Source: an optimization exercise on an open RTL-to-GDS flow (aim: small area and a short achievable clock period). Production flows keep margins and buffers that such runs may drop.
At most, simulation tests tie the RTL to the original design; equivalence was not proved.
Power figures rest on the tool's default switching activity, not on a simulated workload.

==> flow/design.v (excerpt) <==
module motion_command_word_parser_core (
    input  logic        aclk,
    input  logic        aresetn,
    input  logic        s_valid,
    output logic        s_ready,
    input  logic [7:0]  s_rx_byte,
    output logic        m_valid,
    input  logic        m_ready,
    output logic [2:0]  m_status,
    output logic [1:0]  m_error_axis,
    output logic [16:0] m_x_mils,
    output logic [16:0] m_y_mils,
    output logic [16:0] m_z_mils,
    input  logic        cfg_valid,
    output logic        cfg_ready,
    input  logic [2:0]  cfg_index,
    input  logic [16:0] cfg_data
);
For scale: about 1400 cells after synthesis, ~260 flip-flops, ~92 I/O pins, about 13000 um^2 of cells after synthesis.
export LEC_CHECK = 0
export ABC_AREA = 1
export ABC_CLOCK_PERIOD_IN_PS = 4500
export CAP_MARGIN = 20
export CORE_MARGIN = 2
export CORE_UTILIZATION = 40
export CTS_CLUSTER_DIAMETER = 90
export CTS_CLUSTER_SIZE = 30
export SETUP_SLACK_MARGIN = 5
export SLEW_MARGIN = 20
create_clock -name core_clock -period 10.0 [get_ports {aclk}]
standard.sh (not shown) runs the stock make flow with config.mk's settings and CLKGATE_MAP_FILE= SYNTH_SCRIPT=/design/flow/synth_recipe.tcl, a recipe that flattens the netlist after the stock synthesis.
==> flow/flow/run.sh <==
#!/bin/bash
# Layout flow: the standard flow (standard synthesis unchanged), with the
# port buffers made from plain buffers instead of delay buffers, the resizer
# allowed to pick any drive strength (not only cells of the same footprint),
# and a larger setup margin for timing repair. Each step's full output is in
# orfs/logs; make's own output is in make_finish.log here.
set -euo pipefail
bash standard.sh \
    "BUFFER_PORTS_ARGS=-buffer_cell sky130_fd_sc_hd__buf_1" \
    MATCH_CELL_FOOTPRINT=0 \
    SETUP_SLACK_MARGIN=5.6 \
    finish > make_finish.log 2>&1
==> next run, changes <==
Settings changed: CTS_CLUSTER_DIAMETER 90 to 120, CTS_CLUSTER_SIZE 30 to 27.
After rerunning: Via count barely changes. Power hardly moves. Cell area stays flat. Synthesized cell count stays the same. Non-clock buffer count is higher by 1.
==> next run, changes <==
--- a/flow/flow/run.sh
+++ b/flow/flow/run.sh
@@ -9,4 +9,4 @@
     "BUFFER_PORTS_ARGS=-buffer_cell sky130_fd_sc_hd__buf_1" \
     MATCH_CELL_FOOTPRINT=0 \
-    SETUP_SLACK_MARGIN=5.6 \
+    SETUP_SLACK_MARGIN=5.65 \
     finish > make_finish.log 2>&1
What happened:
- The new run passed the timing, DRC and antenna checks
- combinational power barely changes
- setup slack is better by 0.021 ns
- total power falls by 1.3%
- global-route usage is lower by 0.13 points
- die area is unchanged
- cell count is about the same
- count of clock-buffer cells in the layout drops by 3
- flip-flop and latch count does not change
==> next run, changes <==
--- a/flow/flow/run.sh
+++ b/flow/flow/run.sh
@@ -9,4 +9,4 @@
     "BUFFER_PORTS_ARGS=-buffer_cell sky130_fd_sc_hd__buf_1" \
     MATCH_CELL_FOOTPRINT=0 \
-    SETUP_SLACK_MARGIN=5.65 \
+    SETUP_SLACK_MARGIN=5.5 \
     finish > make_finish.log 2>&1
After rerunning:
- routed wire length barely changes
- critical path depth is unchanged
- via count grows by 0.91%
==> next run, changes <==
--- a/flow/flow/run.sh
+++ b/flow/flow/run.sh
@@ -9,4 +9,4 @@
     "BUFFER_PORTS_ARGS=-buffer_cell sky130_fd_sc_hd__buf_1" \
     MATCH_CELL_FOOTPRINT=0 \
-    SETUP_SLACK_MARGIN=5.5 \
+    SETUP_SLACK_MARGIN=5.6 \
     finish > make_finish.log 2>&1
Settings changed: CTS_CLUSTER_SIZE 27 to 30.
What happened: The changed run finished with timing, DRC and antenna clean; worst setup slack is better by 0.032 ns; global-route usage stays flat; routed wire length goes up slightly.

Another version of the RTL of motion_command_word_parser_core (not shown whole).
Size in the first run: about 1200 cells after synthesis, roughly 260 flip-flops, ~92 I/O pins, roughly 13000 um^2 of cells after synthesis.
Settings: LEC_CHECK=0, ABC_AREA=1, ABC_CLOCK_PERIOD_IN_PS=4500, CAP_MARGIN=20, CORE_MARGIN=2, CORE_UTILIZATION=40, CTS_CLUSTER_DIAMETER=120, CTS_CLUSTER_SIZE=30, SETUP_SLACK_MARGIN=5, SLEW_MARGIN=20; clock period 10.0 ns.
==> flow/flow/run.sh <==
#!/bin/bash
# Layout flow: the standard flow, with
#  - synthesis by synth_recipe.tcl unchanged but with ABC mapping the logic
#    by flow/abc_area.script (flow/synth.tcl wraps the abc command);
#  - port buffers made from plain buffers instead of delay buffers;
#  - the resizer allowed to pick any drive strength (not only cells of the
#    same footprint), and a larger setup margin for timing repair.
# Each step's full output is in orfs/logs; make's own output is in
# make_finish.log here.
set -euo pipefail
W=$(pwd)
export MCWP_WORK=$W
export MCWP_ABC_SCRIPT=$W/flow/abc_area.script
bash standard.sh \
    SYNTH_SCRIPT=$W/flow/synth.tcl \
    "BUFFER_PORTS_ARGS=-buffer_cell sky130_fd_sc_hd__buf_1" \
    MATCH_CELL_FOOTPRINT=0 \
    SETUP_SLACK_MARGIN=5.6 \
    finish > make_finish.log 2>&1
==> flow/flow/abc_area.script <==
strash
&get -n
&st
&dch
&nf -R 10
&st
&syn2
&dch
&nf -R 10
&put
topo
stime -c
buffer -c
upsize -c
dnsize -c
==> flow/flow/synth.tcl <==
# The standard flow's synthesis script (synth_recipe.tcl in the work folder) run unchanged,
# except that ABC maps the logic with flow/abc_area.script (area-oriented
# mapping). Registers are not touched by ABC.
proc abc {args} {
  set i [lsearch -exact $args -script]
  if { $i >= 0 } {
    lset args [expr {$i + 1}] $::env(MCWP_ABC_SCRIPT)
  }
  yosys abc {*}$args
}
source $::env(MCWP_WORK)/synth_recipe.tcl
The starting point ran to the end with no violations.
==> next run, changes <==
==> flow/flow/abc_area.script (replaced) <==
strash
&get -n
&st
&dch
&nf -R 20
&put
topo
stime -c
buffer -c
upsize -c
dnsize -c
Result: Worst setup slack gets better by 0.034 ns; die area fell slightly; global-route usage went up by 1.6 points; final area decreases slightly; first-iteration DRC count goes up by well over a third.
==> next run, changes <==
==> flow/flow/abc_area.script (replaced) <==
strash
dch
map -a
topo
buffer -c
upsize -c
dnsize -c
Outcome: Non-clock buffer count is higher by 5. Synthesized area came out higher by 0.55%. Worst setup slack gets better by 0.069 ns.
==> next run, changes <==
==> flow/flow/run.sh (replaced) <==
#!/bin/bash
# Layout flow: the standard flow (standard synthesis unchanged), with the
# port buffers made from plain buffers instead of delay buffers, the resizer
# allowed to pick any drive strength (not only cells of the same footprint),
# and a larger setup margin for timing repair. Each step's full output is in
# orfs/logs; make's own output is in make_finish.log here.
set -euo pipefail
bash standard.sh \
    "BUFFER_PORTS_ARGS=-buffer_cell sky130_fd_sc_hd__buf_1" \
    MATCH_CELL_FOOTPRINT=0 \
    SETUP_SLACK_MARGIN=5.6 \
    finish > make_finish.log 2>&1
removed: flow/flow/abc_area.script
removed: flow/flow/synth.tcl
What happened: Final area rose by 1.4%; clock power fell by about 2%; sequential power stays flat; worst hold slack gets better by 0.0036 ns; routed wire length hardly moves; first-iteration DRC count fell by about 2.5%; maximum frequency rose by 4.8%.

motion_command_word_parser_core, a different RTL version from the one above (not shown whole).
Size: ~1,500 cells after synthesis, ~92 I/O pins, ~14,000 sq um of cells after synthesis.
clock: 10.0 ns
lec_check: 0
abc_area: 1
abc_clock_period_in_ps: 4500
cap_margin: 20
core_margin: 2
core_utilization: 40
cts_cluster_diameter: 120
cts_cluster_size: 30
setup_slack_margin: 5
slew_margin: 20
==> flow/flow/run.sh <==
#!/bin/bash
# Layout flow: the standard flow (standard synthesis unchanged), with the
# port buffers made from plain buffers instead of delay buffers, the resizer
# allowed to pick any drive strength (not only cells of the same footprint),
# and a larger setup margin for timing repair. Each step's full output is in
# orfs/logs; make's own output is in make_finish.log here.
set -euo pipefail
bash standard.sh \
    "BUFFER_PORTS_ARGS=-buffer_cell sky130_fd_sc_hd__buf_1" \
    MATCH_CELL_FOOTPRINT=0 \
    SETUP_SLACK_MARGIN=5.6 \
    finish > make_finish.log 2>&1
The baseline completed with no timing, DRC or antenna violations.
Edit:
--- a/flow/config.mk
+++ b/flow/config.mk
@@ -10,7 +10,8 @@
 export CAP_MARGIN = 20
 export CORE_MARGIN = 2
-export CORE_UTILIZATION = 40
+export CORE_UTILIZATION = 65
 export CTS_CLUSTER_DIAMETER = 120
 export CTS_CLUSTER_SIZE = 30
+export PLACE_DENSITY = 0.75
 export SETUP_SLACK_MARGIN = 5
 export SLEW_MARGIN = 20
Sequential share of layout area is higher by 0.75 points.
Cell area is lower by 1.4%.
Setup slack is worse by 0.016 ns.
Die area is lower by 38%.
Flip-flop and latch count stays the same.
Count of clock-buffer cells in the layout is higher by 1.
Area after synthesis is unchanged.
Total power is higher by 0.77%.
First-iteration DRC count is higher by 5.6%.
Global-route usage is higher by 13 points.
Edit:
--- a/flow/config.mk
+++ b/flow/config.mk
@@ -7,11 +7,9 @@
 export LEC_CHECK = 0
 export ABC_AREA = 1
-export ABC_CLOCK_PERIOD_IN_PS = 4500
 export CAP_MARGIN = 20
 export CORE_MARGIN = 2
-export CORE_UTILIZATION = 65
+export CORE_UTILIZATION = 40
 export CTS_CLUSTER_DIAMETER = 120
 export CTS_CLUSTER_SIZE = 30
-export PLACE_DENSITY = 0.75
 export SETUP_SLACK_MARGIN = 5
 export SLEW_MARGIN = 20
Area after synthesis is unchanged.
Critical path depth stays the same.
Global-route usage fell by 13 points.
Maximum frequency is higher by 0.36%.
Via count is lower by 2.5%.
Register-to-register slack degrades by 0.02 ns.
Worst setup slack gets better by 0.016 ns.
Edit:
--- a/flow/config.mk
+++ b/flow/config.mk
@@ -6,5 +6,5 @@
 export NUM_CORES = 4
 export LEC_CHECK = 0
-export ABC_AREA = 1
+export ABC_CLOCK_PERIOD_IN_PS = 4500
 export CAP_MARGIN = 20
 export CORE_MARGIN = 2
After rerunning:
- final area went up by 0.42%
- wire length went up by 0.34%
- die area went up by 1.1%
- via count went down by 4.7%
- non-clock buffer count went down by 5

## P
Another version of the RTL of motion_command_word_parser_core (not shown whole).
Size in the first run: roughly 1,300 cells after synthesis, about 260 flip-flops, roughly 92 I/O pins, about 0.014 mm² of cells after synthesis.
Settings: LEC_CHECK=0, ABC_CLOCK_PERIOD_IN_PS=4500, CAP_MARGIN=20, CORE_MARGIN=2, CORE_UTILIZATION=40, SETUP_SLACK_MARGIN=5, SLEW_MARGIN=20; clock period 10.0 ns.
==> flow/flow/run.sh <==
#!/bin/bash
# Layout flow: the standard flow (standard synthesis unchanged), with the
# port buffers made from plain buffers instead of delay buffers, and the
# resizer allowed to pick any drive strength, not only cells of the same
# footprint. Each step's full output is in orfs/logs; make's own output is in
# make_finish.log here.
set -euo pipefail
bash standard.sh \
    "BUFFER_PORTS_ARGS=-buffer_cell sky130_fd_sc_hd__buf_2" \
    MATCH_CELL_FOOTPRINT=0 \
    finish > make_finish.log 2>&1
For Q, these inputs were changed with respect to P:
==> flow/run.sh (new file) <==
#!/bin/bash
# synth_recipe.tcl (not shown) runs the flow's synth.tcl, then flattens the netlist and writes it again
# the make line also repeats each setting of config.mk as NAME=value (left out here)
make -C /OpenROAD-flow-scripts/flow DESIGN_CONFIG=/design/flow/config.mk WORK_HOME=/design/flow/orfs CLKGATE_MAP_FILE= SYNTH_SCRIPT=/design/flow/synth_recipe.tcl finish
removed: flow/flow/run.sh
removed: flow/standard.sh
[summary]
- Going from P to Q, peak clock frequency supported by timing shrinks by 4.8%.
- Total stage count of the critical path: P and Q compared, higher one is P
- Looking at highest metal layer with signal wires, the met4 result is from Q; the met5 one comes from P.
- sky130_fd_sc_hd__clkdlybuf4s50_1 as the library cell contributing the largest single delay on the critical path was reported by Q, and sky130_fd_sc_hd__fa_1 by P.
- On cell count, Q tracks P almost exactly.
- Internal power contribution: Q vs P down 1.4%
- [Q] routed wire length rose 150 µm relative to P
- The run showing the smaller leakage power is Q.
- Compared with P, in Q via count normalized by instance count went down; first-iteration DRC count went up; part of the power in the clock network went down.
- Q vs P — worst setup margin dropped 0.24 ns.
- The estimated power of Q ends up lower than the estimate for P.
For R, these inputs were changed with respect to Q:
# Q
export LEC_CHECK = 0
export ABC_CLOCK_PERIOD_IN_PS = 4500
export CAP_MARGIN = 20
export CORE_MARGIN = 2
export CORE_UTILIZATION = 40
export SETUP_SLACK_MARGIN = 5
export SLEW_MARGIN = 20
create_clock -name core_clock -period 10.0 [get_ports {aclk}]
# R
export LEC_CHECK = 0
export ABC_CLOCK_PERIOD_IN_PS = 4500
export CAP_MARGIN = 20
export CORE_MARGIN = 2
export CORE_UTILIZATION = 40
export CTS_BUF_LIST = sky130_fd_sc_hd__clkbuf_4
export SETUP_SLACK_MARGIN = 5
export SLEW_MARGIN = 20
create_clock -name core_clock -period 10.0 [get_ports {aclk}]
Per the comparison of R with Q, hold slack moved down, post-route minimum period level.
Any difference in cell area after layout between R and Q is small enough to ignore.
[compare] base=Q new=R: clock buffer count increased by 63 relative to the old numbers; total number of cells along the worst setup path roughly the same; setup slack comparable.
| global-route total usage across every layer | R vs Q | 0.45 points higher |
[compare] base=Q new=R: total wirelength of the detailed-routed design rose 1.3%; total power after layout fell 18 µW.
After synthesis and placement, the instance count of R is above that of Q.
No functional check of the RTL was part of any run of this note.

Setup of TR:
RTL: one of the versions met above, not the one the previous note started from.
Size in the first run: about 1500 cells after synthesis, ~260 flip-flops, ~92 I/O pins.
export LEC_CHECK = 0
export ABC_AREA = 1
export ABC_CLOCK_PERIOD_IN_PS = 4500
export CAP_MARGIN = 20
export CORE_MARGIN = 2
export CORE_UTILIZATION = 40
export CTS_CLUSTER_DIAMETER = 120
export CTS_CLUSTER_SIZE = 30
export SETUP_SLACK_MARGIN = 5
export SLEW_MARGIN = 20
create_clock -name core_clock -period 10.0 [get_ports {aclk}]
==> flow/flow/run.sh <==
#!/bin/bash
# Layout flow: the standard flow (standard synthesis unchanged), with the
# port buffers made from plain buffers instead of delay buffers, the resizer
# allowed to pick any drive strength (not only cells of the same footprint),
# and a larger setup margin for timing repair. Each step's full output is in
# orfs/logs; make's own output is in make_finish.log here.
set -euo pipefail
bash standard.sh \
    "BUFFER_PORTS_ARGS=-buffer_cell sky130_fd_sc_hd__buf_1" \
    MATCH_CELL_FOOTPRINT=0 \
    SETUP_SLACK_MARGIN=5.75 \
    finish > make_finish.log 2>&1
TR reached the final stage; the timing, DRC and antenna checks on its layout passed.
Relative to TR, the following input files were edited for PW:
--- a/flow/flow/run.sh
+++ b/flow/flow/run.sh
@@ -9,4 +9,4 @@
     "BUFFER_PORTS_ARGS=-buffer_cell sky130_fd_sc_hd__buf_1" \
     MATCH_CELL_FOOTPRINT=0 \
-    SETUP_SLACK_MARGIN=5.75 \
+    SETUP_SLACK_MARGIN=5.6 \
     finish > make_finish.log 2>&1
--- a/flow/config.mk
+++ b/flow/config.mk
@@ -11,6 +11,6 @@
 export CORE_MARGIN = 2
 export CORE_UTILIZATION = 40
-export CTS_CLUSTER_DIAMETER = 120
-export CTS_CLUSTER_SIZE = 30
+export CTS_CLUSTER_DIAMETER = 100
+export CTS_CLUSTER_SIZE = 36
 export SETUP_SLACK_MARGIN = 5
 export SLEW_MARGIN = 20
==> summary.txt <==
- Taking TR as the reference, in PW total met2 wirelength after detailed routing moved down; power density of the placed cells moved down; met1 capacity usage during global routing moved up; global-route wire length before repair moved down.
- PW: full flow OK, the timing, DRC and antenna checks passed
- Setup slack: PW less than TR
- When the final numbers for PW and TR were put side by side, the slew at the pin closest to its max-slew limit turned out to be smaller in TR.

==> port drivers added, routing unchanged <==
The results above use ideal ports. As a check the final layouts listed here were re-extracted and re-timed, cells and wires unchanged.
Step 1 assumes that a clkbuf_16 drives the clock port and a buf_2 every other input.
Step 2, shift: input delay + t, output delay - t, t = (earliest + latest rising clock arrival at the registers) / 2. This alone moves slack from input paths to output paths.
Three values: ideal ports, drivers, drivers and shift; two values: the first two.
| run | t, ns | setup WS [ns] | worst setup path after step 2 | cell pins on the clock port's net |
|---|---|---|---|---|
| the first run of note 1 | 0.530 | 5.625 / 5.604 / 5.285 | input to register | 1 |
| the second run of note 1 | 0.540 | 5.625 / 5.604 / 5.227 | input to register | 1 |
| the third run of note 1 | 0.529 | 5.647 / 5.616 / 5.167 | input to register | 1 |
| the fourth run of note 1 | 0.541 | 5.592 / 5.571 / 5.186 | input to register | 1 |
| the fifth run of note 1 | 0.541 | 5.624 / 5.602 / 5.255 | input to register | 1 |
| the first run of note 2 | 0.536 | 5.327 / 5.327 / 5.255 | input to register | 1 |
| the second run of note 2 | 0.540 | 5.362 / 5.361 / 5.360 | input to register | 1 |
| the third run of note 2 | 0.550 | 5.431 / 5.431 / 5.052 | input to register | 1 |
| the fourth run of note 2 | 0.528 | 5.638 / 5.617 / 5.395 | input to register | 1 |
| the first run of note 3 | 0.536 | 5.619 / 5.600 / 5.321 | input to register | 1 |
| the second run of note 3 | 0.530 | 5.603 / 5.571 / 5.179 | input to register | 1 |
| the third run of note 3 | 0.536 | 5.619 / 5.600 / 5.321 | input to register | 1 |
| the fourth run of note 3 | 0.536 | 5.573 / 5.540 / 5.131 | input to register | 1 |
| P | 0.598 | 5.326 / 5.326 / 4.789 | input to register | 1 |
| Q | 0.594 | 5.089 / 5.066 / 4.522 | input to register | 1 |
| R | 0.708 | 5.089 / 5.065 / 4.458 | input to register | 1 |
| TR | 0.532 | 5.625 / 5.603 / 5.489 | input to register | 1 |
| PW | 0.532 | 5.619 / 5.600 / 5.341 | input to register | 1 |
After both steps every run listed still meets setup and hold. The setup slack of R, which loses most, moves by -0.024 ns with the drivers and by -0.631 ns with both steps.
